Background: an optimization exercise with open tools, aiming at small area. Do not read the settings as production practice.
Where RTL was checked, it was by simulation tests only, not by an equivalence proof against the original.
Only the layout flow was run in runs 1 to 4; the RTL was not checked for function there.
Power figures rest on the tool's default switching activity, not on a simulated workload.

`config.mk`:
```
export PLATFORM = sky130hd
export DESIGN_NAME = rename_top
export DESIGN_NICKNAME = rename_top
export VERILOG_FILES = /design/flow/design.v
export SDC_FILE = /design/flow/constraint.sdc
export NUM_CORES = 4
export LEC_CHECK = 0
export CAP_MARGIN = 20
export CORE_MARGIN = 2
export CORE_UTILIZATION = 40
export CTS_BUF_LIST = sky130_fd_sc_hd__clkbuf_4 sky130_fd_sc_hd__clkbuf_8
export SLEW_MARGIN = 20
```
`constraint.sdc`:
```
create_clock -name core_clock -period 5.0 [get_ports {clk}]
set_input_delay 1.0000 -clock core_clock [delete_from_list [all_inputs] [get_ports {clk}]]
set_output_delay 1.0000 -clock core_clock [all_outputs]
set_load 0.01 [all_outputs]
```
`design.v`:
```
package rename_cfg_pkg;
    localparam int ARCH_REGS = 32;
    localparam int PREG_NUM  = 48;
    localparam int FREE_NUM  = PREG_NUM - ARCH_REGS;
    localparam int ROB_SIZE  = 8;
    typedef logic [4:0]  areg_t;
    typedef logic [5:0]  preg_t;
    typedef logic [2:0]  rob_idx_t;
    typedef logic [3:0]  rob_cnt_t;
    typedef logic [4:0]  free_cnt_t;
    typedef logic [31:0] data_t;
    typedef logic [31:0] pc_t;
endpackage
package rename_msg_pkg;
    typedef struct packed {
        logic  valid;
        logic [31:0]  pc;
        logic [4:0] rd;
        logic [4:0] rs1;
        logic [4:0] rs2;
    } dec_uop_t;
    typedef struct packed {
        logic     valid;
        logic [31:0]     pc;
        logic [4:0]    rd;
        logic     has_dest;
        logic [5:0]    rd_preg;
        logic [5:0]    old_preg;
        logic [5:0]    rs1_preg;
        logic     rs1_valid;
        logic [5:0]    rs2_preg;
        logic     rs2_valid;
        logic [2:0] rob_idx;
    } ren_uop_t;
    typedef struct packed {
        logic [31:0]  pc;
        logic [4:0] rd;
        logic  has_dest;
        logic [5:0] new_preg;
        logic [5:0] old_preg;
    } rob_entry_t;
    typedef struct packed {
        logic     valid;
        logic [2:0] rob_idx;
        logic [31:0]   value;
        logic     exception;
    } wb_t;
    typedef struct packed {
        logic     valid;
        logic [2:0] rob_idx;
        logic [31:0]     pc;
        logic [4:0]    rd;
        logic     has_dest;
        logic [5:0]    new_preg;
        logic [5:0]    old_preg;
        logic [31:0]   value;
        logic     exception;
    } commit_t;
endpackage
`timescale 1ns/1ps
module rename_top
(
    input  logic        clk,
    input  logic        rst_n,
    input  logic        flush,
    input  logic        in_valid,
    input  logic [31:0] in_pc,
    input  logic [4:0]  in_rd,
    input  logic [4:0]  in_rs1,
    input  logic [4:0]  in_rs2,
    output logic        out_valid,
    output logic [31:0] out_pc,
    output logic [4:0]  out_rd,
    output logic        out_has_dest,
    output logic [5:0]  out_rd_preg,
    output logic [5:0]  out_old_preg,
    output logic [5:0]  out_rs1_preg,
    output logic        out_rs1_valid,
    output logic [5:0]  out_rs2_preg,
    output logic        out_rs2_valid,
    output logic [2:0]  out_rob_idx,
    output logic        stall,
    input  logic        wb_valid,
    input  logic [2:0]  wb_rob_idx,
    input  logic [31:0] wb_value,
    input  logic        wb_exception,
    output logic        commit_valid,
    output logic [2:0]  commit_rob_idx,
    output logic [31:0] commit_pc,
    output logic [4:0]  commit_rd,
    output logic        commit_has_dest,
    output logic [5:0]  commit_new_preg,
    output logic [5:0]  commit_old_preg,
    output logic [31:0] commit_value,
    output logic        commit_exception,
    output logic        rob_empty
);
    logic [2:0] head;
    logic [2:0] tail;
    logic       full;
    logic [7:0] done_q;
    logic       empty;
    logic       accept;
    logic       has_dest;
    logic       alloc_dest;
    logic       do_commit;
    logic [2:0] head_nxt;
    logic [2:0] tail_nxt;
    assign has_dest   = (in_rd != 5'd0);
    assign empty      = (head == tail) && !full;
    assign stall      = in_valid && full;
    assign accept     = in_valid && !full && !flush;
    assign alloc_dest = accept && has_dest;
    assign do_commit  = !empty && done_q[head] && !flush;
    assign head_nxt   = head + 3'd1;
    assign tail_nxt   = tail + 3'd1;
    assign rob_empty  = empty;
    logic [5:0] fq [16];
    logic [3:0] alloc_cnt;    
    logic       fq_real;      
    logic [3:0] inflight;     
    logic [5:0] free_head;
    logic [5:0] new_preg;
    logic [5:0] old_preg;
    assign free_head = fq_real ? fq[0] : {2'b10, alloc_cnt};
    assign new_preg  = has_dest ? free_head : 6'd0;
    always_ff @(posedge clk) begin
        if (alloc_dest) begin
            for (int i = 0; i < 15; i++) begin
                fq[i] <= fq[i+1];
            end
            fq[15] <= old_preg;
        end
    end
    logic [5:0] map_q [1:31];
    logic [5:0] rs1_preg;
    logic [5:0] rs2_preg;
    always_comb begin
        rs1_preg = '0;
        rs2_preg = '0;
        old_preg = '0;
        for (int i = 1; i < 32; i++) begin
            rs1_preg = rs1_preg | ({6{in_rs1 == 5'(i)}} & map_q[i]);
            rs2_preg = rs2_preg | ({6{in_rs2 == 5'(i)}} & map_q[i]);
            old_preg = old_preg | ({6{in_rd  == 5'(i)}} & map_q[i]);
        end
    end
    always_ff @(posedge clk or negedge rst_n) begin
        if (!rst_n) begin
            for (int i = 1; i < 32; i++) begin
                map_q[i] <= 6'(i);
            end
        end else if (flush) begin
            for (int i = 1; i < 32; i++) begin
                map_q[i] <= 6'(i);
            end
        end else if (alloc_dest) begin
            map_q[in_rd] <= free_head;
        end
    end
    logic [31:0] pc_q   [8];
    logic [4:0]  rd_q   [8];
    logic [5:0]  np_q   [8];
    logic [31:0] val_q  [8];
    logic        exc_q  [8];
    always_ff @(posedge clk) begin
        if (!full) begin
            pc_q[tail] <= in_pc;
            rd_q[tail] <= in_rd;
            np_q[tail] <= new_preg;
        end
        if (wb_valid) begin
            val_q[wb_rob_idx] <= wb_value;
            exc_q[wb_rob_idx] <= wb_exception;
        end
    end
    logic       out_v;
    logic       com_v;
    always_ff @(posedge clk or negedge rst_n) begin
        if (!rst_n) begin
            head      <= '0;
            tail      <= '0;
            full      <= 1'b0;
            done_q    <= '0;
            out_v     <= 1'b0;
            com_v     <= 1'b0;
            alloc_cnt <= '0;
            fq_real   <= 1'b0;
            inflight  <= '0;
        end else if (flush) begin
            head      <= '0;
            tail      <= '0;
            full      <= 1'b0;
            done_q    <= '0;
            out_v     <= 1'b0;
            com_v     <= 1'b0;
            alloc_cnt <= '0;
            fq_real   <= 1'b0;
            inflight  <= '0;
        end else begin
            out_v <= accept;
            com_v <= do_commit;
            if (accept) begin
                tail <= tail_nxt;
            end
            if (do_commit) begin
                head <= head_nxt;
                full <= 1'b0;
            end else if (accept && (tail_nxt == head)) begin
                full <= 1'b1;
            end
            if (do_commit) begin
                done_q[head] <= 1'b0;
            end
            if (wb_valid) begin
                done_q[wb_rob_idx] <= 1'b1;
            end
            if (accept) begin
                done_q[tail] <= 1'b0;
            end
            if (alloc_dest) begin
                alloc_cnt <= alloc_cnt + 4'd1;
                if (alloc_cnt == 4'd15) begin
                    fq_real <= 1'b1;
                end
            end
            inflight <= inflight + 4'(alloc_dest) - 4'(com_v && commit_has_dest);
        end
    end
    logic [31:0] o_pc;
    logic [4:0]  o_rd;
    logic [5:0]  o_np;
    logic [5:0]  o_rs1;
    logic [5:0]  o_rs2;
    logic        o_rs1_v;
    logic        o_rs2_v;
    always_ff @(posedge clk) begin
        o_pc    <= in_pc;
        o_rd    <= in_rd;
        o_np    <= new_preg;
        o_rs1   <= rs1_preg;
        o_rs2   <= rs2_preg;
        o_rs1_v <= (in_rs1 != 5'd0);
        o_rs2_v <= (in_rs2 != 5'd0);
    end
    assign out_valid     = out_v;
    assign out_pc        = o_pc;
    assign out_rd        = o_rd;
    assign out_has_dest  = (o_rd != 5'd0);
    assign out_rd_preg   = o_np;
    assign out_old_preg  = out_has_dest ? fq[15] : 6'd0;
    assign out_rs1_preg  = o_rs1;
    assign out_rs1_valid = o_rs1_v;
    assign out_rs2_preg  = o_rs2;
    assign out_rs2_valid = o_rs2_v;
    assign out_rob_idx   = tail - 3'd1;
    logic [2:0] cidx;
    logic [5:0] c_old;
    assign cidx = head - 3'd1;
    always_comb begin
        case (inflight)
            4'd1:    c_old = fq[15];
            4'd2:    c_old = fq[14];
            4'd3:    c_old = fq[13];
            4'd4:    c_old = fq[12];
            4'd5:    c_old = fq[11];
            4'd6:    c_old = fq[10];
            4'd7:    c_old = fq[9];
            4'd8:    c_old = fq[8];
            default: c_old = fq[7];
        endcase
    end
    logic [7:0]  csel;
    logic [31:0] c_pc;
    logic [4:0]  c_rd;
    logic [5:0]  c_np;
    logic [31:0] c_val;
    logic        c_exc;
    always_comb begin
        c_pc  = '0;
        c_rd  = '0;
        c_np  = '0;
        c_val = '0;
        c_exc = 1'b0;
        for (int i = 0; i < 8; i++) begin
            csel[i] = (cidx == 3'(i));
            c_pc  = c_pc  | ({32{csel[i]}} & pc_q[i]);
            c_rd  = c_rd  | ({5{csel[i]}}  & rd_q[i]);
            c_np  = c_np  | ({6{csel[i]}}  & np_q[i]);
            c_val = c_val | ({32{csel[i]}} & val_q[i]);
            c_exc = c_exc | (csel[i] & exc_q[i]);
        end
    end
    assign commit_valid     = com_v;
    assign commit_rob_idx   = cidx;
    assign commit_pc        = c_pc;
    assign commit_rd        = c_rd;
    assign commit_has_dest  = (c_rd != 5'd0);
    assign commit_new_preg  = c_np;
    assign commit_old_preg  = commit_has_dest ? c_old : 6'd0;
    assign commit_value     = c_val;
    assign commit_exception = c_exc;
endmodule
```
`run.sh`:
```
#!/bin/bash
# synth_recipe.tcl (not shown) runs the flow's synth.tcl, then flattens the netlist and writes it again
# the make line also repeats each setting of config.mk as NAME=value (left out here)
make -C /OpenROAD-flow-scripts/flow DESIGN_CONFIG=/design/flow/config.mk WORK_HOME=/design/flow/orfs CLKGATE_MAP_FILE= SYNTH_SCRIPT=/design/flow/synth_recipe.tcl finish
```
==> results list, run 1 <==
- The initialized floorplan defines 118 standard-cell rows.
* Top achievable clock speed: 207 MHz
- Cell chosen for the clock root: sky130_fd_sc_hd__clkbuf_8
- Effective utilization at floorplan: 40.2%
* Total count of max-transition violations in the final report: 0
* Cell family contributing the most delay on the critical path: buffers and inverters
- Placeable core region: 103000 um^2
- Fraction of the cycle the final worst path needs: 96.5%
- The largest individual stage delay along the critical path comes from the cell sky130_fd_sc_hd__ha_2.
- After detailed placement, the design holds a cell count of 4737.
* Post-detailed-route wirelength per cell: 32.4 um
- After routing the design area is 49500 um^2.
- Setup repair after global routing left no endpoint under its margin.
- Clock-pin slew was measured on the worst setup and hold paths at 60 ps.
* Type of the worst setup path: register to output port
- Setup slack closes at 174 ps.
* Clock latency of the later-clocked register in the worst-skew pair: 860 ps
- Design Power: 17.9 mW
* H-tree depth: 4
- At the pin with the least slew margin, the transition time is 1180 ps.
- CP bufs+invs: 3
- The flow ran to the end and the layout has no timing, DRC or antenna violations.
- CP startpoint kind: register
- Worst slack after detailed placement: 109 ps
- The worst setup path is captured at an output port.
- TritonCTS built the clock tree.
- Clock skew on the completed layout was measured at 47.8 ps.
- GRT Total Usage: 30.4%
- The number of failing hold endpoints at the final stage was 0.
* Synth cell count leaders: sky130_fd_sc_hd__edfxtp_1 (704), sky130_fd_sc_hd__nand2_1 (336), sky130_fd_sc_hd__a22oi_1 (284)
* First drt pass iteration count: 9
- Layout cells sized above 1: 16.6%
- Post-synthesis cell area: 41400 um^2
- For this run, the slowest stage of the critical path takes 770 ps.
- Proportion of register bits with asynchronous set or reset after synthesis: 21.8%
* Maximum number of pins on one net before global-route repair: 131
- Counting flops and latches in the post-synthesis netlist gives 973.
- Pwr/cell area: 362 nW/um^2
- Overall die area: 106000 um^2
- Max Cap Viol: 0
* Vias in the first global route: 29800
- Counting flops with a built-in enable in the synthesized netlist gives 704.
- Post-layout instance count excluding filler cells: 5062
- Area Growth Syn to Fin: 19.6%
* Headroom to the max-slew limit: 21.6%
- For the worst setup path, the data arrival time is 3830 ps.
- The final layout contains 3641 nets.
* # IOs: 245
- Sequential Area: 27700 um^2
* Standby leakage power: 17.3 nW
* Min-delay worst type: register to register
* Total vias in the final route: 31300
- Remaining global-route overflow: 0
* Post-place instance area: 45800 um^2
* Most area-hungry cell type in the Yosys netlist: sky130_fd_sc_hd__edfxtp_1
- The share of synthesized area in the top cell type comes to 51.0%.
- Walking the worst path, the cells encountered are inv_1 > ha_2 > and2_4 > buf_4 > a22oi_1 > nand4_1 > clkdlybuf4s50_1.
- Drc violations: 0
- The layout has 9209 filler cells.
* Synth area leaders: sky130_fd_sc_hd__edfxtp_1 (51%), sky130_fd_sc_hd__dfrtp_1 (8.0%), sky130_fd_sc_hd__a22oi_1 (5.1%)
- Of all nets on the critical path, the largest fanout is 27.
- Longest Clk Path Bufs: 3
* Endpoints failing setup: 0
- Subtracting the final worst setup slack from the clock period gives 4830 ps.
- Height of the chip: 326 um
- The congestion estimate from routability-driven global placement came to 1.10.
- The initial antenna violation count was 12.
- In the final layout, the multi-input gates occupy 12800 um^2.
* Total clock sinks: 973
- For this run, the number of Yosys warnings is 3.
* Wire length of the first global-routing pass: 230 mm
- Die Wd: 326 um
- Number of buffers added by the clock tree synthesis step: 162
- ANT nets after route: 0
- Among all flip-flop cells after synthesis, the most frequent one is sky130_fd_sc_hd__edfxtp_1.
- The first routing iteration left 3861 violations.
- Setup TNS: 0 ps
* IR drop worst, VDD: 0.259 mV
- Post-detail-place hpwl: 109 mm
- In the post-synthesis netlist, the cell with the most instances is sky130_fd_sc_hd__edfxtp_1.
- The number of nets in the synthesized netlist is 3348.
* Number of port buffers: 244
- Averaged over all synthesized cells, the footprint is 12.8 um^2.
- Post-detailed-routing wire length: 164 mm
- Synthesized instance count: 3237
- CP required: 4000 ps
- For this run, the register share of the synthesized area comes to 66.8%.
- Library cells used by synthesis: 92
* Vias per cell: 6.18
[worst reg2reg max path, cell delays in order, from the launching register on]
cell and delay (ps):
sky130_fd_sc_hd__dfrtp_2 400, sky130_fd_sc_hd__inv_1 150, sky130_fd_sc_hd__ha_2 290, sky130_fd_sc_hd__xnor2_4 120, sky130_fd_sc_hd__inv_4 130, sky130_fd_sc_hd__buf_8 250
sky130_fd_sc_hd__mux2i_1 250, sky130_fd_sc_hd__o211ai_1 170, sky130_fd_sc_hd__nor4_4 430, sky130_fd_sc_hd__buf_12 190, sky130_fd_sc_hd__a21boi_1 80, sky130_fd_sc_hd__ha_1 290
sky130_fd_sc_hd__inv_1 40, sky130_fd_sc_hd__ha_1 200, sky130_fd_sc_hd__fa_1 410, sky130_fd_sc_hd__xnor2_1 160, sky130_fd_sc_hd__nor2_1 50
[routing by layer]
metal	wire length, um	GRT usage, %	vias to the layer above
met2	71500	44.4	1822
li1	-	-	13200
met5	37	0	-
met1	66900	41.2	15800
met3	15400	7.68	459
met4	9990	17.0	6
[power breakdown]
| group | internal, mW | total (mW) | switching, mW |
|---|---|---|---|
| Clock | 4.21 | 7.54 | 3.33 |
| Sequential | 8.96 | 9.08 | 0.121 |
| Combinational | 0.429 | 1.30 | 0.867 |
| Total | 13.6 | 17.9 | 4.32 |
[path summary, 6_finish.rpt]
| kind | from | to | slack [ps] | depth (start not counted) |
|---|---|---|---|---|
| worst max-delay path | head[0]$_DFFE_PN0N_ | commit_value[23] | 170 | 7 |
| worst min-delay path | fq[4][2]$_DFFE_PP_ | fq[3][2]$_DFFE_PP_ | 380 | 0 |
| worst max register to register | head[0]$_DFFE_PN0N_ | inflight[2]$_DFF_PN0_ | 1300 | 16 |
| worst min register to register | fq[4][2]$_DFFE_PP_ | fq[3][2]$_DFFE_PP_ | 380 | 0 |
| max in group asynchronous | rst_n | head[0]$_DFFE_PN0N_ | 3250 | 3 |
| min in group asynchronous | rst_n | map_q[17][1]$_DFFE_PN0P_ | 600 | 2 |
[through the flow]
| step | utilization, % | hold slack, ps |
|---|---|---|
| 6_report | 48.1 | 379 |
| 5_1_grt | 48.0 | 405 |
| 4_1_cts | 48.0 | 395 |
| 3_5_place_dp | 44.5 | 406 |
| 3_3_place_gp | 44.5 | 400 |
| 2_1_floorplan | - | 400 |
[repair_timing]
action                     in CTS  in global routing
gates cloned                    2                  0
buffers inserted                5                  1
pin swaps                       3                  1
gates resized for setup        14                  0
setup endpoints to repair      80                 46
hold buffers                    1                  0
hold endpoints to repair       24                  0
[registers in the layout, indices dropped and copies added, names as in the netlist, 8 cells and up]
signal  count
pc_q      256
val_q     256
map_q     186
fq         96
np_q       48
rd_q       40
o_pc       32
done_q      8
exc_q       8
[cells by family (layout without fill, tap and decap cells)]
logic type	count (synthesis)	count (layout)	synth area share [%]
buf+inv	285	714	2.85
other cells	0	14	0
mux	125	125	3.20
xor+xnor	15	15	0.335
fa+ha+maj	23	23	0.713
flops	973	973	66.8
compound gates	816	816	14.3
simple gates	1000	1002	11.8
[final cells by class]
cell class | instances | share of cell area, %
Inverter | 33 | 0.255
Sequential cell | 973 | 55.9
Clock inverter | 54 | 1.08
Clock buffer | 248 | 6.01
Timing Repair Buffer | 379 | 7.31
Multi-Input combinational cell | 1981 | 25.9
Antenna cell | 14 | 0.0707
Tap cell | 1380 | 3.49
[placed cells by master (no fill, tap or decap), types with 28 or more instances in the layout]
| cell | count |
|---|---|
| sky130_fd_sc_hd__mux2i_1 | 83 |
| sky130_fd_sc_hd__nor2_1 | 157 |
| sky130_fd_sc_hd__clkbuf_4 | 70 |
| sky130_fd_sc_hd__dfstp_2 | 80 |
| sky130_fd_sc_hd__dfxtp_1 | 57 |
| sky130_fd_sc_hd__buf_4 | 118 |
| sky130_fd_sc_hd__nand3_1 | 172 |
| sky130_fd_sc_hd__edfxtp_1 | 704 |
| sky130_fd_sc_hd__a211oi_1 | 52 |
| sky130_fd_sc_hd__nand2_1 | 336 |
| sky130_fd_sc_hd__o211ai_1 | 41 |
| sky130_fd_sc_hd__nand4_1 | 60 |
| sky130_fd_sc_hd__clkbuf_8 | 178 |
| sky130_fd_sc_hd__dfrtp_1 | 131 |
| sky130_fd_sc_hd__mux2_2 | 33 |
| sky130_fd_sc_hd__a22oi_1 | 284 |
| sky130_fd_sc_hd__clkdlybuf4s50_1 | 233 |
| sky130_fd_sc_hd__a32oi_1 | 28 |
| sky130_fd_sc_hd__nor2b_1 | 41 |
| sky130_fd_sc_hd__o21ai_0 | 88 |
| sky130_fd_sc_hd__nor3_1 | 50 |
| sky130_fd_sc_hd__a21oi_1 | 89 |
==> run 2: changes to the inputs <==
--- a/config.mk
+++ b/config.mk
@@ -9,4 +9,3 @@
 export CORE_MARGIN = 2
 export CORE_UTILIZATION = 40
-export CTS_BUF_LIST = sky130_fd_sc_hd__clkbuf_4 sky130_fd_sc_hd__clkbuf_8
 export SLEW_MARGIN = 20
==> run 2 against run 1 <==
Via count decreased by 1.4%; clock skew decreased by 19 ps; critical endpoint is now commit_value[26]; clock power increased by 5.4%; count of clock-buffer cells in the layout decreased by 88; sequential share of layout area decreased by 0.089 points; die area unchanged; global-route usage decreased by 0.25 points; non-clock buffer count decreased by 1; routed wire length decreased by 0.66%; final area increased by 0.16%; still clean.
==> results list, run 2 <==
- The smallest setup slack after layout was 257 ps (was 174 ps).
- Final number of hold-violating endpoints: 0 (unchanged)
- The number of H-tree levels came to 3 (was 4).
- The global-route wire length before repair is 229 mm (was 230 mm).
- The layout cell share with drive strength beyond 1 came to 14.0% (was 16.6%).
- The worst IR drop on VDD was 0.328 mV (was 0.259 mV).
- The maximum fanout along the worst path was 42 (was 27).
- Remaining global-route overflow: 0 (unchanged)
* Synth cell count leaders: sky130_fd_sc_hd__edfxtp_1 (704), sky130_fd_sc_hd__nand2_1 (336), sky130_fd_sc_hd__a22oi_1 (284) (unchanged)
- Worst Hold Slack: 155 ps (was 379 ps)
* Synth Register Bits: 973 (unchanged)
- Synth area leaders: sky130_fd_sc_hd__edfxtp_1 (51%), sky130_fd_sc_hd__dfrtp_1 (8.0%), sky130_fd_sc_hd__a22oi_1 (5.1%) (unchanged).
* Arr. time, crit path: 3740 ps (was 3830 ps)
- The required time of the critical path was 4000 ps (about the same).
- The post-synthesis sequential area ratio is 66.8% (unchanged).
- ANT nets after route: 0 (unchanged)
- The number of max-slew violations in the final report was 0 (unchanged).
* Syn. warnings: 3 (unchanged)
* Most frequent cells in the layout: sky130_fd_sc_hd__edfxtp_1 (704), sky130_fd_sc_hd__nand2_1 (336), sky130_fd_sc_hd__a22oi_1 (284) (unchanged)
- The achievable frequency is 211 MHz (was 207 MHz).
- The remaining routing DRC violations is 0 (unchanged).
* Number of port buffers: 244 (unchanged)
- The average detailed-routed wire length per instance was 32.9 um (was 32.4 um).
- Cell chosen for the clock root: sky130_fd_sc_hd__clkbuf_16 (was sky130_fd_sc_hd__clkbuf_8)
* Met2 Use GR: 44.5% (was 44.4%)
- Iteration-0 DRC count of the detailed router: 3861 (unchanged)
- Crit path largest cell delay: 600 ps (was 770 ps)
- The critical path's top delay family is buffers and inverters (unchanged).
- The total power came to 18.3 mW (was 17.9 mW).
- Antenna violations before repair: 7 (was 12)
- The number of clock sinks came to 973 (unchanged).
- The met1 demand-to-capacity share in global routing is 41.2% (about the same).
* Post-route cell area: 49600 um^2 (was 49500 um^2)
- The total number of vias was 30800 (was 31300).
- Clock latency of the later-clocked register in the worst-skew pair: 710 ps (was 860 ps)
* Die Wd: 326 um (unchanged)
* Max Cap Viol: 0 (unchanged)
- Fin crit period: 4740 ps (was 4830 ps)
- Kind of end point of the critical path: output port (unchanged)
* Total number of nets in the final design: 3581 (was 3641)
* Headroom to the max-slew limit: 20.0% (was 21.6%)
* Cells along the critical path: inv_1 > ha_1 > xnor2_4 > buf_8 > and2_4 > buf_12 > a22oi_1 > o2111ai_1 > clkdlybuf4s50_1 (was inv_1 > ha_2 > and2_4 > buf_4 > a22oi_1 > nand4_1 > clkdlybuf4s50_1)
* GRT Total Usage: 30.1% (was 30.4%)
- Endpoints failing setup: 0 (unchanged)
- The total negative slack came to 0 ps (unchanged).
- Post-synthesis cell area: 41400 um^2 (unchanged)
- TritonCTS clock tree: done (unchanged)
- Type of the worst setup path: register to output port (unchanged)
- Post-place instance area: 45800 um^2 (unchanged)
- The areal power density over the cells is 369 nW/um^2 (was 362 nW/um^2).
- The initial cell density of the core was 40.2% (unchanged).
- The via count of the first global-routing pass is 29400 (was 29800).
- The fill cell total of the finished layout was 9126 (was 9209).
- The worst min-delay path class was primary input to async pin (was register to register).
- The post-synthesis cell type count is 92 (unchanged).
- Overall die area: 106000 um^2 (unchanged)
- Outcome: finished clean (unchanged)
- The pin count of the biggest net entering global routing is 131 (unchanged).
* Height of the chip: 326 um (unchanged)
- Number of buffers added by the clock tree synthesis step: 103 (was 162)
- Longest Clk Path Bufs: 3 (unchanged)
- Most instantiated flip-flop cell in the synthesis netlist: sky130_fd_sc_hd__edfxtp_1 (unchanged)
* Proportion of register bits with asynchronous set or reset after synthesis: 21.8% (unchanged)
- Vias per cell: 6.23 (was 6.18)
- Area Growth Syn to Fin: 19.7% (was 19.6%)
- Net count after synthesis: 3348 (unchanged)
- Number of synthesized flops with an enable pin: 704 (unchanged)
- Worst Clk Skew: 28.6 ps (was 47.8 ps)
- The global-route track usage on met3 is 6.95% (was 7.68%).
* Synthesized instance count: 3237 (unchanged)
- Registers with the most flip-flops: pc_q (256), val_q (256), map_q (186) (unchanged).
- Post-detailed-routing wire length: 163 mm (was 164 mm)
- The sum of net half-perimeters after detailed placement came to 109 mm (unchanged).
- The number of iterations in the first detailed-routing pass came to 8 (was 9).
* Placeable core region: 103000 um^2 (unchanged)
- The top-level port count was 245 (unchanged).
- The setup slack on the worst flop-to-flop path came to 1210 ps (was 1300 ps).
- Clock-pin transition on the worst setup and hold timing paths: 60 ps (about the same)
- The global routing's busiest layer was met2 (unchanged).
* Last weighted congestion value of the routability-driven placer: 1.10 (unchanged)
* Most area-hungry cell type in the Yosys netlist: sky130_fd_sc_hd__edfxtp_1 (unchanged)
- CP startpoint kind: register (unchanged)
* Fraction of the cycle the final worst path needs: 94.9% (was 96.5%)
- Slew @ Worst Pin: 1200 ps (was 1180 ps)
- Cell at the slowest stage of the critical path: sky130_fd_sc_hd__clkdlybuf4s50_1 (was sky130_fd_sc_hd__ha_2)
* Fraction of synthesized cell area taken by the top area cell type: 51.0% (unchanged)
* Number of rows created at floorplan: 118 (unchanged)
- RSZ-0062 raised after global routing: false (unchanged).
* Most common cell in the netlist: sky130_fd_sc_hd__edfxtp_1 (unchanged)
- The average cell area after synthesis was 12.8 um^2 (unchanged).
- Worst slack after detailed placement: 109 ps (unchanged)
- Standby leakage power: 17.2 nW (was 17.3 nW)
- The number of buffer and inverter stages on the critical path came to 4 (was 3).
- Most common cell after layout, fill and taps aside: sky130_fd_sc_hd__edfxtp_1 (unchanged)
[run 2: logic make-up (layout without fill, tap and decap cells)]
kind of cell               count (synthesis)  after routing  share of synthesized area (%)
and+or+nand+nor                         1000           1002                           11.8
other                                      0              7                              0
adders and majority gates                 23             23                          0.713
xor gates and xnor gates                  15             15                          0.335
buffers and inverters                    285            607                           2.85
AOI/OAI and AO/OA                        816            816                           14.3
DFF                                      973            973                           66.8
muxes                                    125            125                           3.20
[run 2: path summary, 6_finish.rpt]
path | start | endpoint | cells past startpoint
max | head[0]$_DFFE_PN0N_ | commit_value[26] | 9
min | rst_n | map_q[17][1]$_DFFE_PN0P_ | 1
max reg2reg | head[0]$_DFFE_PN0N_ | inflight[2]$_DFF_PN0_ | 15
min reg2reg | fq[6][4]$_DFFE_PP_ | fq[5][4]$_DFFE_PP_ | 0
max in group asynchronous | rst_n | head[0]$_DFFE_PN0N_ | 2
min in group core_clock | fq[6][4]$_DFFE_PP_ | fq[5][4]$_DFFE_PP_ | 0
[run 2: metal layers]
| metal | vias up | share of wire [%] |
|---|---|---|
| met3 | 440 | 9.1 |
| li1 | 13100 | - |
| met2 | 1778 | 44 |
| met4 | 4 | 6.3 |
| met1 | 15500 | 41 |
| met5 | - | 0.017 |
[run 2: final cells by class]
class / instances / area, um^2 / area share, %
clock inverter: 36 / 475 / 0.958
sequential: 973 / 27700 / 55.8
tap: 1380 / 1730 / 3.48
clock buffer: 160 / 3150 / 6.34
multi-input combinational: 1981 / 12800 / 25.9
timing repair buffer: 378 / 3600 / 7.27
antenna: 7 / 17.5 / 0.0353
inverter: 33 / 126 / 0.255
[run 2: report_power, final]
| part | total (mW) | internal [mW] | switching [mW] |
|---|---|---|---|
| clock | 7.95 | 4.67 | 3.28 |
| sequential | 9.08 | 8.96 | 0.121 |
| combinational | 1.29 | 0.429 | 0.865 |
| total | 18.3 | 14.1 | 4.27 |
[run 2: stage by stage]
step	util (%)	std cells
floorplan	-	3237
global placement	44.5	4737
detailed placement	44.5	4737
CTS	48.1	4940
global route	48.1	4942
finish	48.1	4948
[run 2: what timing repair did]
action / 4_1_cts / 5_1_grt
gates cloned: 2 / 0
setup endpoints to repair: 79 / 18
buffers inserted: 5 / 1
hold buffers: 0 / 0
resized for setup: 10 / 1
pin swaps: 2 / 1
==> run 3: changes to the inputs <==
--- a/config.mk
+++ b/config.mk
@@ -9,3 +9,5 @@
 export CORE_MARGIN = 2
 export CORE_UTILIZATION = 40
+export CTS_CLUSTER_DIAMETER = 60
+export CTS_CLUSTER_SIZE = 25
 export SLEW_MARGIN = 20
==> run 3 against run 2 <==
Die area stayed put; final area is 1.0% lower; area after synthesis stayed put.
==> results list, run 3 <==
* Layout cells sized above 1: 13.6% (was 14.0%)
- Last weighted congestion value of the routability-driven placer: 1.10 (unchanged)
* Remaining global-route overflow: 0 (unchanged)
- Synth cell count leaders: sky130_fd_sc_hd__edfxtp_1 (704), sky130_fd_sc_hd__nand2_1 (336), sky130_fd_sc_hd__a22oi_1 (284) (unchanged)
* H-tree depth: 3 (unchanged)
* Type of the worst setup path: register to output port (unchanged)
- The worst clock skew came to 34.2 ps (was 28.6 ps).
* ANT nets after route: 0 (unchanged)
- Cell count of the worst reg-to-reg path: 15 (unchanged)
* Headroom to the max-slew limit: 20.9% (was 20.0%)
* Iteration-0 DRC count of the detailed router: 4110 (was 3861)
- Synth area leaders: sky130_fd_sc_hd__edfxtp_1 (51%), sky130_fd_sc_hd__dfrtp_1 (8.0%), sky130_fd_sc_hd__a22oi_1 (5.1%) (unchanged)
- Fraction of the cycle the final worst path needs: 94.9% (about the same)
* Post-detailed-routing wire length: 163 mm (about the same)
- Endpoints failing setup: 0 (unchanged)
* Registers with the most flip-flops: pc_q (256), val_q (256), map_q (186) (unchanged)
- The critical path capture point type is an output port (unchanged).
- Outcome: finished clean (unchanged).
- Post-detail-place hpwl: 109 mm (unchanged)
* Standby leakage power: 17.0 nW (was 17.2 nW)
- The library cell contributing the largest single delay on the critical path is sky130_fd_sc_hd__clkdlybuf4s50_1 (unchanged).
* Synth Register Bits: 973 (unchanged)
- The cell taking the most area after synthesis is sky130_fd_sc_hd__edfxtp_1 (unchanged).
- Cell chosen for the clock root: sky130_fd_sc_hd__clkbuf_16 (unchanged)
- The most numerous cell in the Yosys netlist was sky130_fd_sc_hd__edfxtp_1 (unchanged).
- The number of nets in the finished design is 3561 (was 3581).
- First drt pass iteration count: 6 (was 8)
- Arr. time, crit path: 3740 ps (about the same)
- The standard cell core area was 103000 um^2 (unchanged).
- The maximum buffer depth of the clock tree came to 3 (unchanged).
- Setup TNS: 0 ps (unchanged)
* Filler cell count in the final layout: 9187 (was 9126)
* Worst Hold Slack: 155 ps (about the same)
* Maximum number of pins on one net before global-route repair: 131 (unchanged)
* Library cells used by synthesis: 92 (unchanged)
* Pwr/cell area: 358 nW/um^2 (was 369 nW/um^2)
- The top-level port count came to 245 (unchanged).
- CP bufs+invs: 4 (unchanged)
- The average detailed-routed wire length per instance is 33.2 um (was 32.9 um).
- Max Cap Viol: 0 (unchanged)
* Number of buffers added by the clock tree synthesis step: 83 (was 103)
- The capturing point of the worst reg2reg path is inflight[2]$_DFF_PN0_ (unchanged).
* Proportion of register bits with asynchronous set or reset after synthesis: 21.8% (unchanged)
- CP required: 4000 ps (about the same)
- The critical path's top delay family is buffers and inverters (unchanged).
- The global-route wire length before repair came to 229 mm (about the same).
* Effective utilization at floorplan: 40.2% (unchanged)
- Slew @ Worst Pin: 1190 ps (was 1200 ps)
- The maximum fanout along the worst path is 42 (unchanged).
* Most frequent cells in the layout: sky130_fd_sc_hd__edfxtp_1 (704), sky130_fd_sc_hd__nand2_1 (336), sky130_fd_sc_hd__a22oi_1 (284) (unchanged)
- Height of the chip: 326 um (unchanged)
* Most common cell after layout, fill and taps aside: sky130_fd_sc_hd__edfxtp_1 (unchanged)
- Drc violations: 0 (unchanged)
- Area Growth Syn to Fin: 18.5% (was 19.7%)
- Total clock sinks: 973 (unchanged)
- The shortest period the worst path allows came to 4740 ps (about the same).
- The area of the mapped netlist came to 41400 um^2 (unchanged).
- The number of warnings printed during yosys synthesis was 3 (unchanged).
- RSZ-0062 raised after global routing: false (unchanged)
- The overall routing resource usage is 30.1% (about the same).
* Syn_area_per_cell: 12.8 um^2 (unchanged)
- Launch point of the worst reg-to-reg path: head[0]$_DFFE_PN0N_ (unchanged)
- Net count after synthesis: 3348 (unchanged)
* Top achievable clock speed: 211 MHz (about the same)
- TritonCTS clock tree: done (unchanged)
- Fraction of synthesized cell area taken by the top area cell type: 51.0% (unchanged)
* Hold-fix buffer count after cts: 0 (unchanged)
- The worst min-delay path class is primary input to async pin (unchanged).
- Clock-pin transition on the worst setup and hold timing paths: 80 ps (was 60 ps)
- The number of failing hold endpoints at the final stage was 0 (unchanged).
- Clock latency of the later-clocked register in the worst-skew pair: 700 ps (was 710 ps)
- The die outline width came to 326 um (unchanged).
- The total number of vias was 30800 (about the same).
- Number of synthesized flops with an enable pin: 704 (unchanged)
- Cells along the critical path: inv_1 > ha_1 > xnor2_4 > buf_8 > and2_4 > buf_12 > a22oi_1 > o2111ai_1 > clkdlybuf4s50_1 (unchanged).
- The vias per cell was 6.29 (was 6.23).
- Antenna violations before repair: 12 (was 7)
- Share of the yosys chip area belonging to registers: 66.8% (unchanged)
* Crit path largest cell delay: 600 ps (about the same)
* Number of rows created at floorplan: 118 (unchanged)
* Vias in the first global route: 29100 (was 29400)
- Number of port buffers: 244 (unchanged)
- IR drop worst, VDD: 0.327 mV (was 0.328 mV)
- The number of standard cells after synthesis was 3237 (unchanged).
- The number of max-slew violations in the final report came to 0 (unchanged).
* Register-to-Register Setup Slack: 1200 ps (was 1210 ps)
- The startpoint class of the critical path is a register (unchanged).
* Most instantiated flip-flop cell in the synthesis netlist: sky130_fd_sc_hd__edfxtp_1 (unchanged)
- Overall die area: 106000 um^2 (unchanged)
run 3: cells by family after synthesis:
kind of cell / share of synthesized area, %
buffers and inverters: 2.85
XOR/XNOR: 0.335
multiplexers: 3.20
AND/OR/NAND/NOR: 11.8
AO/OA/AOI/OAI: 14.3
flip-flops: 66.8
adder cells (fa/ha/maj): 0.713
run 3: what timing repair did:
item | 4_1_cts | 5_1_grt
endpoints found under the setup margin | 79 | 9
buffers inserted | 5 | 1
pin swaps | 2 | 1
cloned | 2 | 0
resized for setup | 10 | 1
run 3: worst max path at each step:
stage	start	end	slack [ps]	depth (start not counted)
3_3_place_gp	head[0]$_DFFE_PN0N_	commit_has_dest	170	9
6_report	head[0]$_DFFE_PN0N_	commit_value[26]	260	9
2_1_floorplan	tail[0]$_DFFE_PN0P_	np_q[5][0]$_DFFE_PP_	630	3
3_5_place_dp	head[0]$_DFFE_PN0N_	commit_has_dest	110	9
4_1_cts	head[0]$_DFFE_PN0N_	commit_old_preg[0]	90	11
5_1_grt	head[0]$_DFFE_PN0N_	commit_value[12]	120	10
run 3: stage by stage:
stage                     cells  area [um^2]  utilization [%]  setup slack, ps  power [mW]
after floorplan            3237        41400                -              629        9.79
after global placement     4737        45800             44.5              174        10.5
after detailed placement   4737        45800             44.5              109        10.5
after CTS                  4900        49100             47.6             85.6        17.7
after global routing       4902        49100             47.6              124        18.1
final                      4905        49100             47.6              257        17.6
run 3: cell type report:
type                       count  area [um^2]  share of cell area, %
clock inverter                67          971                   1.98
clock buffer                  89         2150                   4.37
timing repair buffer         378         3600                   7.34
tap                         1380         1730                   3.52
antenna                        4         10.0                 0.0204
sequential                   973        27700                   56.4
inverter                      33          126                  0.257
multi-input combinational   1981        12800                   26.1
run 3: routing by layer:
layer,global-route usage [%],vias to the layer above,wire length [um],part of all wire (%)
li1,-,13000,-,-
met1,41.2,15600,66400,41
met2,44.2,1773,70400,43
met3,7.16,433,15900,9.7
met4,16.5,14,10100,6.2
met5,0,-,92,0.057
run 3: power breakdown:
| part | leakage (nW) | switching (mW) | total (mW) | internal, mW |
|---|---|---|---|---|
| Sequential | 9.63 | 0.122 | 9.07 | 8.95 |
| Clock | 1.50 | 3.65 | 7.20 | 3.56 |
| Combinational | 5.82 | 0.864 | 1.29 | 0.429 |
==> run 4: changes to the inputs <==
==> flow/run.sh (new file) <==
#!/bin/bash
# Standard ORFS layout (the standard.sh), with two changes:
#  - synthesis maps logic with an area-oriented ABC script (abc_area_map.script)
#    instead of ORFS's delay-oriented one; registers are mapped exactly as in the
#    standard synthesis (dfflibmap runs before ABC, and ABC does not touch them);
#  - ports are buffered with sky130_fd_sc_hd__buf_1 (every port still gets a buffer).
set -euo pipefail
WORK=$(pwd)
export MY_ABC_SCRIPT="$WORK/flow/abc_area_map.script"
export BUFFER_PORTS_ARGS="-buffer_cell sky130_fd_sc_hd__buf_1"
bash standard.sh SYNTH_SCRIPT="$WORK/flow/synth_area.tcl" finish > "$WORK/flow_make.log" 2>&1
==> flow/abc_area_map.script (new file) <==
strash
dc2
strash
dch -f
amap -F 30 -A 30
topo
==> flow/synth_area.tcl (new file) <==
# synth_recipe.tcl with ABC's script swapped for the one MY_ABC_SCRIPT names.
proc synth {args} { yosys synth -nofsm -noshare {*}$args }
proc abc {args} {
  set i [lsearch -exact $args -script]
  if { $i >= 0 && [info exists ::env(MY_ABC_SCRIPT)] } { lset args [expr {$i+1}] $::env(MY_ABC_SCRIPT) }
  yosys abc {*}$args
}
source $::env(SCRIPTS_DIR)/synth.tcl
# left out here: clear keep_hierarchy, flatten, clean up, hide names made inside functions, write 1_2_yosys.v
==> standard.sh (new file) <==
#!/bin/bash
# synth_recipe.tcl (not shown) runs the flow's synth.tcl, then flattens the netlist and writes it again
# the make line also repeats each setting of config.mk as NAME=value (left out here)
make -C /OpenROAD-flow-scripts/flow DESIGN_CONFIG=/design/flow/config.mk WORK_HOME=/design/flow/orfs CLKGATE_MAP_FILE= SYNTH_SCRIPT=/design/flow/synth_recipe.tcl "${@:-finish}"
--- a/config.mk
+++ b/config.mk
@@ -9,5 +9,3 @@
 export CORE_MARGIN = 2
 export CORE_UTILIZATION = 40
-export CTS_CLUSTER_DIAMETER = 60
-export CTS_CLUSTER_SIZE = 25
 export SLEW_MARGIN = 20
removed: run.sh
==> run 4 against run 3 <==
Combinational power shrank 7%; flip-flop and latch count is the same; largest cell class unchanged; critical path type unchanged; routed wire length shrank 3.1%; sequential share of layout area grew 5.8 points; hold slack gained 45 ps; via count shrank 8.9%.
==> results list, run 4 <==
* IR drop worst, VDD: 0.256 mV (was 0.327 mV)
- The post-synthesis cell type count is 46 (was 92).
- Maximum fanout encountered on the critical timing path: 19 (was 42)
- Number of synthesized flops with an enable pin: 704 (unchanged)
- Net count after synthesis: 2755 (was 3348)
- Total length of routed met3 wires: 13.5 mm (was 15.9 mm)
- Sequential Area: 27700 um^2 (about the same)
- The total CTS buffers was 99 (was 83).
- Remaining global-route overflow: 0 (unchanged)
- The shortest period the worst path allows was 4800 ps (was 4740 ps).
- The CTS tree is done (unchanged).
- Clock-pin transition on the worst setup and hold timing paths: 60 ps (was 80 ps)
- Wire length of the first global-routing pass: 218 mm (was 229 mm)
* Type of the worst setup path: register to output port (unchanged)
* Hold-fix buffer count after cts: 0 (unchanged)
- The overall die area was 96700 um^2 (was 106000 um^2).
- CP required: 4000 ps (about the same)
- Most frequent cells in the layout: sky130_fd_sc_hd__edfxtp_1 (704), sky130_fd_sc_hd__clkinv_1 (293), sky130_fd_sc_hd__buf_1 (242) (was sky130_fd_sc_hd__edfxtp_1 (704), sky130_fd_sc_hd__nand2_1 (336), sky130_fd_sc_hd__a22oi_1 (284)).
* Setup TNS: 0 ps (unchanged)
* Vias per cell: 6.32 (was 6.29)
- Kind of end point of the critical path: output port (unchanged)
- The initial antenna violation count is 11 (was 12).
- Core occupancy in the finished layout: 47.7% (was 47.6%)
* Syn_area_per_cell: 14.3 um^2 (was 12.8 um^2)
- Wire length the detailed router placed on met1: 64.9 mm (was 66.4 mm)
* Worst Clk Skew: 38.3 ps (was 34.2 ps)
- Fraction of synthesized cell area taken by the top area cell type: 56.1% (was 51.0%)
- CP startpoint kind: register (unchanged)
* Total vias in the final route: 28100 (was 30800)
- Post-detail-place hpwl: 111 mm (was 109 mm)
* Standby leakage power: 14.8 nW (was 17.0 nW)
- Worst slack after detailed placement: 329 ps (was 109 ps)
- Registers with the most flip-flops: pc_q (256), val_q (256), map_q (186) (unchanged).
- Effective utilization at floorplan: 40.4% (was 40.2%)
- The later-pin clock latency in the skew report is 700 ps (about the same).
- The transition time of the tightest slew-check pin is 1180 ps (was 1190 ps).
- Post-detailed-route wirelength per cell: 35.5 um (was 33.2 um)
- Synth area leaders: sky130_fd_sc_hd__edfxtp_1 (56%), sky130_fd_sc_hd__dfrtp_1 (8.8%), sky130_fd_sc_hd__dfstp_2 (5.6%) (was sky130_fd_sc_hd__edfxtp_1 (51%), sky130_fd_sc_hd__dfrtp_1 (8.0%), sky130_fd_sc_hd__a22oi_1 (5.1%))
* Total clock sinks: 973 (unchanged)
- Total length of routed met2 wires: 69.9 mm (was 70.4 mm)
* First drt pass iteration count: 8 (was 6)
- The final weighted congestion in routability-driven placement is 1.05 (was 1.10).
- The cell taking the most area after synthesis was sky130_fd_sc_hd__edfxtp_1 (unchanged).
* Smallest setup slack after layout: 195 ps (was 257 ps)
- Worst reg2reg path endpoint: inflight[2]$_DFF_PN0_ (unchanged)
- The remaining antenna violation count after routing came to 0 (unchanged).
- Cell chosen for the clock root: sky130_fd_sc_hd__clkbuf_16 (unchanged)
* Layout cells sized above 1: 11.6% (was 13.6%)
- Die Wd: 311 um (was 326 um)
* Height of the chip: 311 um (was 326 um)
- The number of nets in the finished design came to 3208 (was 3561).
- By instance count, the cell type seen most on the critical path is sky130_fd_sc_hd__buf_4.
- Headroom to the max-slew limit: 21.3% (was 20.9%)
- Cell at the slowest stage of the critical path: sky130_fd_sc_hd__or3_1 (was sky130_fd_sc_hd__clkdlybuf4s50_1)
- The number of synthesized register bits was 973 (unchanged).
* Min-delay worst type: primary input to async pin (unchanged)
* Post-route cell area: 44500 um^2 (was 49100 um^2)
* Fraction of the cycle the final worst path needs: 96.1% (was 94.9%)
* Filler cell count in the final layout: 8278 (was 9187)
- The number of buffers inserted by port buffering was 244 (unchanged).
- Max Cap Viol: 0 (unchanged)
- Most common cell after layout, fill and taps aside: sky130_fd_sc_hd__edfxtp_1 (unchanged)
* # IOs: 245 (unchanged)
* Launch point of the worst reg-to-reg path: head[1]$_DFFE_PN0N_ (was head[0]$_DFFE_PN0N_)
- The number of buffer and inverter stages on the critical path is 6 (was 4).
- Placeable core region: 93300 um^2 (was 103000 um^2)
- Top achievable clock speed: 208 MHz (was 211 MHz)
* Vias in the first global route: 26800 (was 29100)
- The violation count after the first detailed-route iteration came to 4901 (was 4110).
- Drc violations: 0 (unchanged)
- Register-to-Register Setup Slack: 790 ps (was 1200 ps)
- The area added between synthesis and finish came to 18.1% (was 18.5%).
- The highest metal layer with signal wires is met5 (unchanged).
* Share of the yosys chip area belonging to registers: 73.4% (was 66.8%)
- The most numerous cell in the Yosys netlist is sky130_fd_sc_hd__edfxtp_1 (unchanged).
- Number of rows created at floorplan: 112 (was 118)
- Synth cell count leaders: sky130_fd_sc_hd__edfxtp_1 (704), sky130_fd_sc_hd__clkinv_1 (282), sky130_fd_sc_hd__nor2_1 (227) (was sky130_fd_sc_hd__edfxtp_1 (704), sky130_fd_sc_hd__nand2_1 (336), sky130_fd_sc_hd__a22oi_1 (284)).
* Cells along the critical path: clkinvlp_4 > ha_1 > nand2_1 > o21ai_4 > clkinv_2 > nor2_4 > buf_4 > a22oi_1 > nand4_1 > or3_1 > nor3_2 > buf_4 > clkinv_1 > buf_1 (was inv_1 > ha_1 > xnor2_4 > buf_8 > and2_4 > buf_12 > a22oi_1 > o2111ai_1 > clkdlybuf4s50_1)
- The overall routing resource usage is 32.0% (was 30.1%).
* Most instantiated flip-flop cell in the synthesis netlist: sky130_fd_sc_hd__edfxtp_1 (unchanged)
- Crit path largest cell delay: 440 ps (was 600 ps)
- The maximum buffer depth of the clock tree is 3 (unchanged).
* Outcome: finished clean (unchanged)
* Synthesized instance count: 2644 (was 3237)
- Post-place instance area: 41200 um^2 (was 45800 um^2)
- Design Power: 17.9 mW (was 17.6 mW)
- The share of flip-flops with an asynchronous set or reset came to 21.8% (unchanged).
- H-tree depth: 3 (unchanged)
- Pwr/cell area: 402 nW/um^2 (was 358 nW/um^2)
* Total count of max-transition violations in the final report: 0 (unchanged)
* Post-synthesis cell area: 37700 um^2 (was 41400 um^2)
- The total wirelength of the detailed-routed design came to 158 mm (was 163 mm).
- Cell family contributing the most delay on the critical path: buffers and inverters (unchanged)
* RSZ-0062 raised after global routing: false (unchanged)
* Final number of hold-violating endpoints: 0 (unchanged)
- Syn. warnings: 3 (unchanged)
- Cell count of the worst reg-to-reg path: 19 (was 15)
* Area of the multi-input gates: 9160 um^2 (was 12800 um^2)
- Arr. time, crit path: 3800 ps (was 3740 ps)
- Maximum number of pins on one net before global-route repair: 103 (was 131)
- Endpoints failing setup: 0 (unchanged)
-- run 4: cell count changes after synthesis, moves of 60 or more --
cell / before / now
sky130_fd_sc_hd__a222oi_1: 25 / 184
sky130_fd_sc_hd__clkbuf_1: 155 / 0
sky130_fd_sc_hd__mux2i_1: 87 / 0
sky130_fd_sc_hd__nand2_1: 336 / 173
sky130_fd_sc_hd__nor2_1: 167 / 227
sky130_fd_sc_hd__clkinv_1: 3 / 282
sky130_fd_sc_hd__a22oi_1: 284 / 195
sky130_fd_sc_hd__buf_2: 72 / 0
sky130_fd_sc_hd__o22ai_1: 15 / 130
sky130_fd_sc_hd__nand3_1: 172 / 12
-- run 4: worst max path at each step --
stage                                    from                     to  depth (start not counted)
after floorplan           head[0]$_DFFE_PN0N_     commit_old_preg[1]                         10
after global placement    head[1]$_DFFE_PN0N_  inflight[2]$_DFF_PN0_                         17
after detailed placement  head[1]$_DFFE_PN0N_  inflight[2]$_DFF_PN0_                         16
after CTS                 head[1]$_DFFE_PN0N_        commit_has_dest                         14
after global routing      head[1]$_DFFE_PN0N_        commit_has_dest                         14
final                     head[1]$_DFFE_PN0N_        commit_has_dest                         14
-- run 4: report_power, final --
| part | switching [mW] | internal [mW] |
|---|---|---|
| combinational | 0.905 | 0.292 |
| sequential | 0.261 | 9.09 |
| clock | 3.13 | 4.21 |
-- run 4: cells by family after synthesis --
kind of cell,synth area share [%]
flip-flops,73.4
AO/OA/AOI/OAI,15.2
buffers and inverters,2.81
adder cells (fa/ha/maj),0.783
AND/OR/NAND/NOR,7.80
-- run 4: per-layer routing --
metal / vias up / global-route usage, %
li1: 11700 / -
met1: 14500 / 44.0
met2: 1566 / 47.6
met3: 322 / 7.11
met4: 8 / 16.8
met5: - / 0
-- run 4: layout make-up --
class                           count  share of cell area, %
Inverter                          282                   2.39
Clock inverter                     42                  0.950
Clock buffer                      142                   6.36
Multi-Input combinational cell   1389                   20.6
Sequential cell                   973                   62.2
Tap cell                         1254                   3.52
Antenna cell                        8                 0.0450
Timing Repair Buffer              352                   4.00
-- run 4: through the flow --
step | std cells | hold WS (ps)
after detailed placement | 4244 | 405
after global placement | 4243 | 401
after floorplan | 2644 | 400
final | 4442 | 200
after global routing | 4434 | 190
after CTS | 4428 | 168
-- run 4: repair_timing --
item | in CTS | in global routing
buffers inserted | 0 | 6
resized for setup | 4 | 2
pin swaps | 1 | 1
endpoints found under the setup margin | 64 | 58
==> run 5: changes to the inputs <==
--- a/design.v
+++ b/design.v
@@ -98,4 +98,6 @@
     logic [2:0] head;
     logic [2:0] tail;
+    logic [2:0] last_c;   
+    logic [2:0] last_a;   
     logic       full;
     logic [7:0] done_q;
@@ -105,14 +107,12 @@
     logic       alloc_dest;
     logic       do_commit;
-    logic [2:0] head_nxt;
-    logic [2:0] tail_nxt;
     assign has_dest   = (in_rd != 5'd0);
-    assign empty      = (head == tail) && !full;
+    assign empty      = (last_c == last_a) && !full;
     assign stall      = in_valid && full;
     assign accept     = in_valid && !full && !flush;
     assign alloc_dest = accept && has_dest;
     assign do_commit  = !empty && done_q[head] && !flush;
-    assign head_nxt   = head + 3'd1;
-    assign tail_nxt   = tail + 3'd1;
+    assign head       = last_c + 3'd1;
+    assign tail       = last_a + 3'd1;
     assign rob_empty  = empty;
     logic [5:0] fq [16];
@@ -179,6 +179,6 @@
     always_ff @(posedge clk or negedge rst_n) begin
         if (!rst_n) begin
-            head      <= '0;
-            tail      <= '0;
+            last_c    <= 3'd7;
+            last_a    <= 3'd7;
             full      <= 1'b0;
             done_q    <= '0;
@@ -189,6 +189,6 @@
             inflight  <= '0;
         end else if (flush) begin
-            head      <= '0;
-            tail      <= '0;
+            last_c    <= 3'd7;
+            last_a    <= 3'd7;
             full      <= 1'b0;
             done_q    <= '0;
@@ -202,10 +202,10 @@
             com_v <= do_commit;
             if (accept) begin
-                tail <= tail_nxt;
+                last_a <= tail;
             end
             if (do_commit) begin
-                head <= head_nxt;
-                full <= 1'b0;
-            end else if (accept && (tail_nxt == head)) begin
+                last_c <= head;
+                full   <= 1'b0;
+            end else if (accept && (tail == last_c)) begin
                 full <= 1'b1;
             end
@@ -254,8 +254,8 @@
     assign out_rs2_preg  = o_rs2;
     assign out_rs2_valid = o_rs2_v;
-    assign out_rob_idx   = tail - 3'd1;
+    assign out_rob_idx   = last_a;
     logic [2:0] cidx;
     logic [5:0] c_old;
-    assign cidx = head - 3'd1;
+    assign cidx = last_c;
     always_comb begin
         case (inflight)
--- a/flow/run.sh
+++ b/flow/run.sh
@@ -4,8 +4,10 @@
 #    instead of ORFS's delay-oriented one; registers are mapped exactly as in the
 #    standard synthesis (dfflibmap runs before ABC, and ABC does not touch them);
+#  - the clock tree is built without dummy loads;
 #  - ports are buffered with sky130_fd_sc_hd__buf_1 (every port still gets a buffer).
 set -euo pipefail
 WORK=$(pwd)
 export MY_ABC_SCRIPT="$WORK/flow/abc_area_map.script"
+export CTS_ARGS="-sink_clustering_enable -repair_clock_nets -dont_use_dummy_load"
 export BUFFER_PORTS_ARGS="-buffer_cell sky130_fd_sc_hd__buf_1"
 bash standard.sh SYNTH_SCRIPT="$WORK/flow/synth_area.tcl" finish > "$WORK/flow_make.log" 2>&1
==> run 5 against run 4 <==
Die area down 0.56%; sequential power up 3.5%; hold slack better by 210 ps; area after synthesis down 0.57%; maximum frequency down 0.89%; routed wire length up 5.1%; count of clock-buffer cells in the layout down 43; via count down 0.83%; combinational power rose to 2.6 times the previous value; total power up 6.7%; non-clock buffer count up 50; clock power down 14%; critical path type unchanged.
==> results list, run 5 <==
- Outcome: finished clean (unchanged).
- The post-synthesis cell type count was 45 (was 46).
* Post-synthesis cell area: 37500 um^2 (was 37700 um^2)
- Fraction of the cycle the final worst path needs: 97.0% (was 96.1%)
- The flip-flop and latch area came to 27700 um^2 (about the same).
* Post-layout instance count excluding filler cells: 4326 (was 4442)
* Maximum fanout encountered on the critical timing path: 14 (was 19)
- Synth area leaders: sky130_fd_sc_hd__edfxtp_1 (56%), sky130_fd_sc_hd__dfrtp_1 (8.4%), sky130_fd_sc_hd__a222oi_1 (6.5%) (was sky130_fd_sc_hd__edfxtp_1 (56%), sky130_fd_sc_hd__dfrtp_1 (8.8%), sky130_fd_sc_hd__dfstp_2 (5.6%))
* Arr. time, crit path: 3850 ps (was 3800 ps)
- Pwr/cell area: 434 nW/um^2 (was 402 nW/um^2)
- Iteration-0 DRC count of the detailed router: 4756 (was 4901)
* Total count of max-transition violations in the final report: 0 (unchanged)
- The worst min-delay path class is register to register (was primary input to async pin).
* Net count after synthesis: 2677 (was 2755)
- Syn. warnings: 3 (unchanged)
- Die Wd: 310 um (was 311 um)
- The worst IR drop on VDD was 0.336 mV (was 0.256 mV).
* Number of rows created at floorplan: 112 (unchanged)
- Most instantiated flip-flop cell in the synthesis netlist: sky130_fd_sc_hd__edfxtp_1 (unchanged)
* Filler cell count in the final layout: 8325 (was 8278)
* Post-detail-place hpwl: 119 mm (was 111 mm)
* H-tree depth: 3 (unchanged)
- The number of failing hold endpoints at the final stage was 0 (unchanged).
* CP startpoint kind: register (unchanged)
- The initial cell density of the core is 40.3% (was 40.4%).
* Total instance count after detailed placement: 4216 (was 4244)
- The number of enable flip-flop cells after synthesis is 704 (unchanged).
- The overall die area was 96200 um^2 (was 96700 um^2).
- Synth cell count leaders: sky130_fd_sc_hd__edfxtp_1 (704), sky130_fd_sc_hd__clkinv_1 (285), sky130_fd_sc_hd__a222oi_1 (244) (was sky130_fd_sc_hd__edfxtp_1 (704), sky130_fd_sc_hd__clkinv_1 (282), sky130_fd_sc_hd__nor2_1 (227))
- The number of synthesized register bits is 973 (unchanged).
- The area occupied by multi-input gates is 8950 um^2 (was 9160 um^2).
- The commonest non-fill, non-tap cell in the layout is sky130_fd_sc_hd__edfxtp_1 (unchanged).
- The layout cell share with drive strength beyond 1 came to 12.6% (was 11.6%).
- Total clock sinks: 973 (unchanged)
- Hold-fix buffer count after cts: 0 (unchanged)
* Slew @ Worst Pin: 1140 ps (was 1180 ps)
* GRT Total Usage: 33.9% (was 32.0%)
* Number of port buffers: 244 (unchanged)
- The cell taking the most area after synthesis is sky130_fd_sc_hd__edfxtp_1 (unchanged).
- The final-layout worst hold slack was 407 ps (was 200 ps).
- Post-detailed-routing wire length: 166 mm (was 158 mm)
* Last weighted congestion value of the routability-driven placer: 1.04 (was 1.05)
- The number of standard cells after synthesis came to 2566 (was 2644).
- The number of iterations in the first detailed-routing pass was 8 (unchanged).
* ANT nets after route: 0 (unchanged)
* Maximum number of pins on one net before global-route repair: 119 (was 103)
* Registers with the most flip-flops: pc_q (256), val_q (256), map_q (186) (unchanged)
* Clock latency of the later-clocked register in the worst-skew pair: 710 ps (was 700 ps)
- The initial antenna violation count was 4 (was 11).
* Fin crit period: 4850 ps (was 4800 ps)
- The maximum buffer depth of the clock tree was 3 (unchanged).
- The class of the most critical setup path is register to output port (unchanged).
* Most frequent cells in the layout: sky130_fd_sc_hd__edfxtp_1 (704), sky130_fd_sc_hd__clkinv_1 (280), sky130_fd_sc_hd__a222oi_1 (244) (was sky130_fd_sc_hd__edfxtp_1 (704), sky130_fd_sc_hd__clkinv_1 (293), sky130_fd_sc_hd__buf_1 (242))
- The average detailed-routed wire length per instance is 38.3 um (was 35.5 um).
- Post-place instance area: 41300 um^2 (was 41200 um^2)
- The max-capacitance violation count came to 0 (unchanged).
- Drc violations: 0 (unchanged)
* Cell chosen for the clock root: sky130_fd_sc_hd__clkbuf_16 (unchanged)
- The required time of the critical path was 4000 ps (about the same).
- Area Growth Syn to Fin: 17.2% (was 18.1%)
- The worst clock skew is 62.0 ps (was 38.3 ps).
- The vias per cell is 6.44 (was 6.32).
* Post-route cell area: 43900 um^2 (was 44500 um^2)
- The critical path capture point type is an output port (unchanged).
- The post-synthesis sequential area ratio was 73.9% (was 73.4%).
- Core occupancy in the finished layout: 47.2% (was 47.7%)
- Syn_area_per_cell: 14.6 um^2 (was 14.3 um^2)
- Top achievable clock speed: 206 MHz (was 208 MHz)
* Total vias in the final route: 27800 (was 28100)
- Number of buffers added by the clock tree synthesis step: 99 (unchanged)
* Remaining global-route overflow: 0 (unchanged)
- Clock-pin transition on the worst setup and hold timing paths: 60 ps (about the same)
- The via count of the first global-routing pass was 26800 (about the same).
* Endpoints failing setup: 0 (unchanged)
- The relative max-transition margin was 24.1% (was 21.3%).
- Most common cell in the netlist: sky130_fd_sc_hd__edfxtp_1 (unchanged)
* TritonCTS clock tree: done (unchanged)
- The total leakage power was 14.5 nW (was 14.8 nW).
* Proportion of register bits with asynchronous set or reset after synthesis: 21.8% (unchanged)
* # IOs: 245 (unchanged)
- Placeable core region: 93000 um^2 (was 93300 um^2)
* Wire length of the first global-routing pass: 222 mm (was 218 mm)
- The number of nets in the finished design is 3182 (was 3208).
- Height of the chip: 310 um (was 311 um)
* Fraction of synthesized cell area taken by the top area cell type: 56.4% (was 56.1%)
[run 5: cell types whose count changed after synthesis, moves of 13 or more]
| cell | before | now |
|---|---|---|
| sky130_fd_sc_hd__nand2_1 | 173 | 81 |
| sky130_fd_sc_hd__a22oi_1 | 195 | 143 |
| sky130_fd_sc_hd__a222oi_1 | 184 | 244 |
| sky130_fd_sc_hd__nand4_1 | 104 | 47 |
| sky130_fd_sc_hd__o2111ai_1 | 23 | 10 |
| sky130_fd_sc_hd__nand3_1 | 12 | 91 |
[run 5: cells by family after synthesis]
| logic type | count (synthesis) | synth area share, % |
|---|---|---|
| flip-flops | 973 | 73.9 |
| AO/OA/AOI/OAI | 752 | 16.0 |
| AND/OR/NAND/NOR | 533 | 6.52 |
| buffers and inverters | 285 | 2.85 |
| adder cells (fa/ha/maj) | 23 | 0.788 |
[run 5: power breakdown]
group	leakage [nW]	switching (mW)	internal, mW
combinational	3.70	2.22	0.893
clock	1.22	2.83	3.45
sequential	9.59	0.349	9.34
[run 5: final timing paths]
path	slack (ps)	cells after the start	start	end
worst min-delay path	410	0	fq[5][4]$_DFFE_PP_	fq[4][4]$_DFFE_PP_
worst min register to register	410	0	fq[5][4]$_DFFE_PP_	fq[4][4]$_DFFE_PP_
worst max-delay path	150	12	last_c[0]$_DFFE_PN1N_	commit_old_preg[0]
worst max register to register	650	17	last_c[0]$_DFFE_PN1N_	inflight[2]$_DFF_PN0_
min in group asynchronous	430	2	rst_n	map_q[8][5]$_DFFE_PN0P_
max in group asynchronous	3850	2	rst_n	map_q[21][3]$_DFFE_PN0P_
[run 5: worst max-delay path: stages (launching register included)]
cell and delay (ps):
sky130_fd_sc_hd__dfstp_2 620, sky130_fd_sc_hd__clkinv_2 160, sky130_fd_sc_hd__ha_1 260, sky130_fd_sc_hd__clkinvlp_4 140
sky130_fd_sc_hd__nor2_4 100, sky130_fd_sc_hd__buf_4 220, sky130_fd_sc_hd__a222oi_1 280, sky130_fd_sc_hd__nand3_1 180
sky130_fd_sc_hd__or3_1 440, sky130_fd_sc_hd__nor3_4 280, sky130_fd_sc_hd__buf_6 230, sky130_fd_sc_hd__nor2_1 80
sky130_fd_sc_hd__buf_1 160
[run 5: cell type report]
type                            instances  area share, %
Antenna cell                            3         0.0171
Inverter                              285           2.47
Clock buffer                           99           5.64
Multi-Input combinational cell       1310           20.4
Timing Repair Buffer                  402           4.86
Sequential cell                       973           63.1
Tap cell                             1254           3.57
[run 5: per-layer routing]
metal / part of all wire (%) / vias to the layer above / track usage, %
met2: 45 / 1575 / 52.8
met1: 40 / 14400 / 44.6
met3: 8.3 / 330 / 6.44
met4: 6.4 / 0 / 19.4
met5: 0 / - / 0.0506
li1: - / 11500 / -
[run 5: stage by stage]
stage               power, mW  setup WS (ps)  TNS, ps
floorplan                11.2            100        0
detailed placement       12.9            497        0
finish                   19.1            152        0
CTS                      19.2           41.9        0
global placement         12.9            523        0
global route             19.7          -8.81    -17.6
[run 5: what timing repair did]
action	CTS	global route
pin swaps	0	5
buffers inserted	0	6
resized for setup	2	5
cloned	0	2
endpoints found under the setup margin	7	12
==> run 6: changes to the inputs <==
--- a/flow/run.sh
+++ b/flow/run.sh
@@ -9,5 +9,5 @@
 WORK=$(pwd)
 export MY_ABC_SCRIPT="$WORK/flow/abc_area_map.script"
-export CTS_ARGS="-sink_clustering_enable -repair_clock_nets -dont_use_dummy_load"
+export CTS_ARGS="-sink_clustering_enable -repair_clock_nets -dont_use_dummy_load -sink_clustering_size 25 -sink_clustering_max_diameter 60"
 export BUFFER_PORTS_ARGS="-buffer_cell sky130_fd_sc_hd__buf_1"
 bash standard.sh SYNTH_SCRIPT="$WORK/flow/synth_area.tcl" finish > "$WORK/flow_make.log" 2>&1
==> run 6 against run 5 <==
Critical path type unchanged; die area unchanged; global-route usage down 0.12 points; final cell count down 0.39%; via count down 0.22%; non-clock buffer count unchanged; clock power down 13%; hold slack better by 0.76 ps; critical endpoint unchanged.
==> results list, run 6 <==
* Outcome: finished clean (unchanged)
* ANT nets after route: 0 (unchanged)
- The total leakage power was 14.3 nW (was 14.5 nW).
- Most area-hungry cell type in the Yosys netlist: sky130_fd_sc_hd__edfxtp_1 (unchanged)
- Total vias in the final route: 27800 (about the same)
* Overall die area: 96200 um^2 (unchanged)
- The final weighted congestion in routability-driven placement is 1.04 (unchanged).
* Pwr/cell area: 421 nW/um^2 (was 434 nW/um^2)
* Routing usage on met1: 44.5% (was 44.6%)
- The arrival time reported for the critical path endpoint is 3850 ps (about the same).
- The number of standard cells after synthesis was 2566 (unchanged).
* Number of buffers added by the clock tree synthesis step: 80 (was 99)
- GRT Total Usage: 33.8% (was 33.9%)
* Synth Register Bits: 973 (unchanged)
- The global-route track usage on met3 is 6.41% (was 6.44%).
- The share of the clock period used by the worst path after layout came to 97.0% (about the same).
* Height of the chip: 310 um (unchanged)
- Antenna violations before repair: 3 (was 4)
* Number of port buffers: 244 (unchanged)
- Hold-fix buffer count after cts: 0 (unchanged)
- Drc violations: 0 (unchanged)
- The critical path capture point type was an output port (unchanged).
- The capturing point of the worst reg2reg path is inflight[2]$_DFF_PN0_ (unchanged).
* Vias per cell: 6.45 (was 6.44)
- Most instantiated flip-flop cell in the synthesis netlist: sky130_fd_sc_hd__edfxtp_1 (unchanged)
* Maximum fanout encountered on the critical timing path: 16 (was 14)
- The average detailed-routed wire length per instance was 38.4 um (was 38.3 um).
* Total clock sinks: 973 (unchanged)
- The CTS tree is done (unchanged).
- Post-place instance area: 41300 um^2 (unchanged)
- Net count after synthesis: 2677 (unchanged)
* Met2 Use GR: 52.8% (about the same)
- The number of warnings printed during yosys synthesis is 3 (unchanged).
- The final number of setup-violating endpoints is 0 (unchanged).
* Cell chosen for the clock root: sky130_fd_sc_hd__clkbuf_16 (unchanged)
- Share of the yosys chip area belonging to registers: 73.9% (unchanged)
* Clock latency of the later-clocked register in the worst-skew pair: 690 ps (was 710 ps)
* Number of rows created at floorplan: 112 (unchanged)
- Fin crit period: 4850 ps (about the same)
- Maximum number of pins on one net before global-route repair: 119 (unchanged)
- Total number of nets in the final design: 3163 (was 3182)
* Fraction of synthesized cell area taken by the top area cell type: 56.4% (unchanged)
- Placeable core region: 93000 um^2 (unchanged)
- The transition time of the tightest slew-check pin came to 1130 ps (was 1140 ps).
* # IOs: 245 (unchanged)
- Worst Hold Slack: 407 ps (about the same)
- The depth of the most critical reg-to-reg path came to 15 (was 17).
* H-tree depth: 3 (unchanged)
* Type of the worst setup path: register to output port (unchanged)
-- run 6: cell counts after synthesis --
No cell type changed its count.
-- run 6: per-layer routing --
layer  up-vias  wire length [um]
li1      11500                 -
met1     14400             65700
met2      1603             75700
met3       326             13900
met4         2             10200
met5         -                18
-- run 6: worst max path at each step --
stage	start	endpoint	slack, ps	cells after the start
CTS	last_c[0]$_DFFE_PN1N_	commit_new_preg[4]	70	9
finish	last_c[2]$_DFFE_PN1N_	commit_old_preg[0]	150	10
global placement	last_c[0]$_DFFE_PN1N_	inflight[2]$_DFF_PN0_	520	17
global route	last_c[2]$_DFFE_PN1N_	commit_old_preg[0]	-0.6	10
floorplan	in_valid	map_q[15][5]$_DFFE_PN0P_	100	9
detailed placement	last_c[0]$_DFFE_PN1N_	inflight[2]$_DFF_PN0_	500	16
-- run 6: power breakdown --
group	switching [mW]	total, mW	internal [mW]
sequential	0.347	9.67	9.33
clock	2.68	5.49	2.81
combinational	2.22	3.11	0.889
total	5.25	18.3	13.0
-- run 6: critical path, cell delays in order (launching register included) --
cell	delay (ps)
sky130_fd_sc_hd__dfstp_4	770
sky130_fd_sc_hd__clkinvlp_4	250
sky130_fd_sc_hd__buf_4	240
sky130_fd_sc_hd__ha_4	250
sky130_fd_sc_hd__a222oi_1	400
sky130_fd_sc_hd__nand3_1	150
sky130_fd_sc_hd__or3_1	440
sky130_fd_sc_hd__nor3_4	210
sky130_fd_sc_hd__buf_6	230
sky130_fd_sc_hd__nor2_1	80
sky130_fd_sc_hd__buf_1	160
-- run 6: repair_timing --
item / CTS / global route
cloned: 0 / 2
pin swaps: 0 / 3
hold endpoints to repair: 0 / 0
setup endpoints to repair: 7 / 18
resized for setup: 2 / 5
setup buffers: 0 / 6
-- run 6: kinds of logic after synthesis --
group	synth area share, %
AND/OR/NAND/NOR	6.52
flip-flops	73.9
adder cells (fa/ha/maj)	0.788
AO/OA/AOI/OAI	16.0
buffers and inverters	2.85
-- run 6: cell type report --
cell class	count	area, um^2
Fill cell	8384	49600
Sequential cell	973	27700
Tap cell	1254	1570
Timing Repair Buffer	402	2140
Clock buffer	80	2000
Antenna cell	5	12.5
Inverter	285	1080
Multi-Input combinational cell	1310	8950

Re-timed with assumed drivers on the ports (clkbuf_16 on the clock, buf_2 on other inputs), run 6 has 0.079 ns of setup slack against 0.149 ns with ideal ports, and 0.479 ns once port delays also move by the mid clock arrival of 0.707 ns.
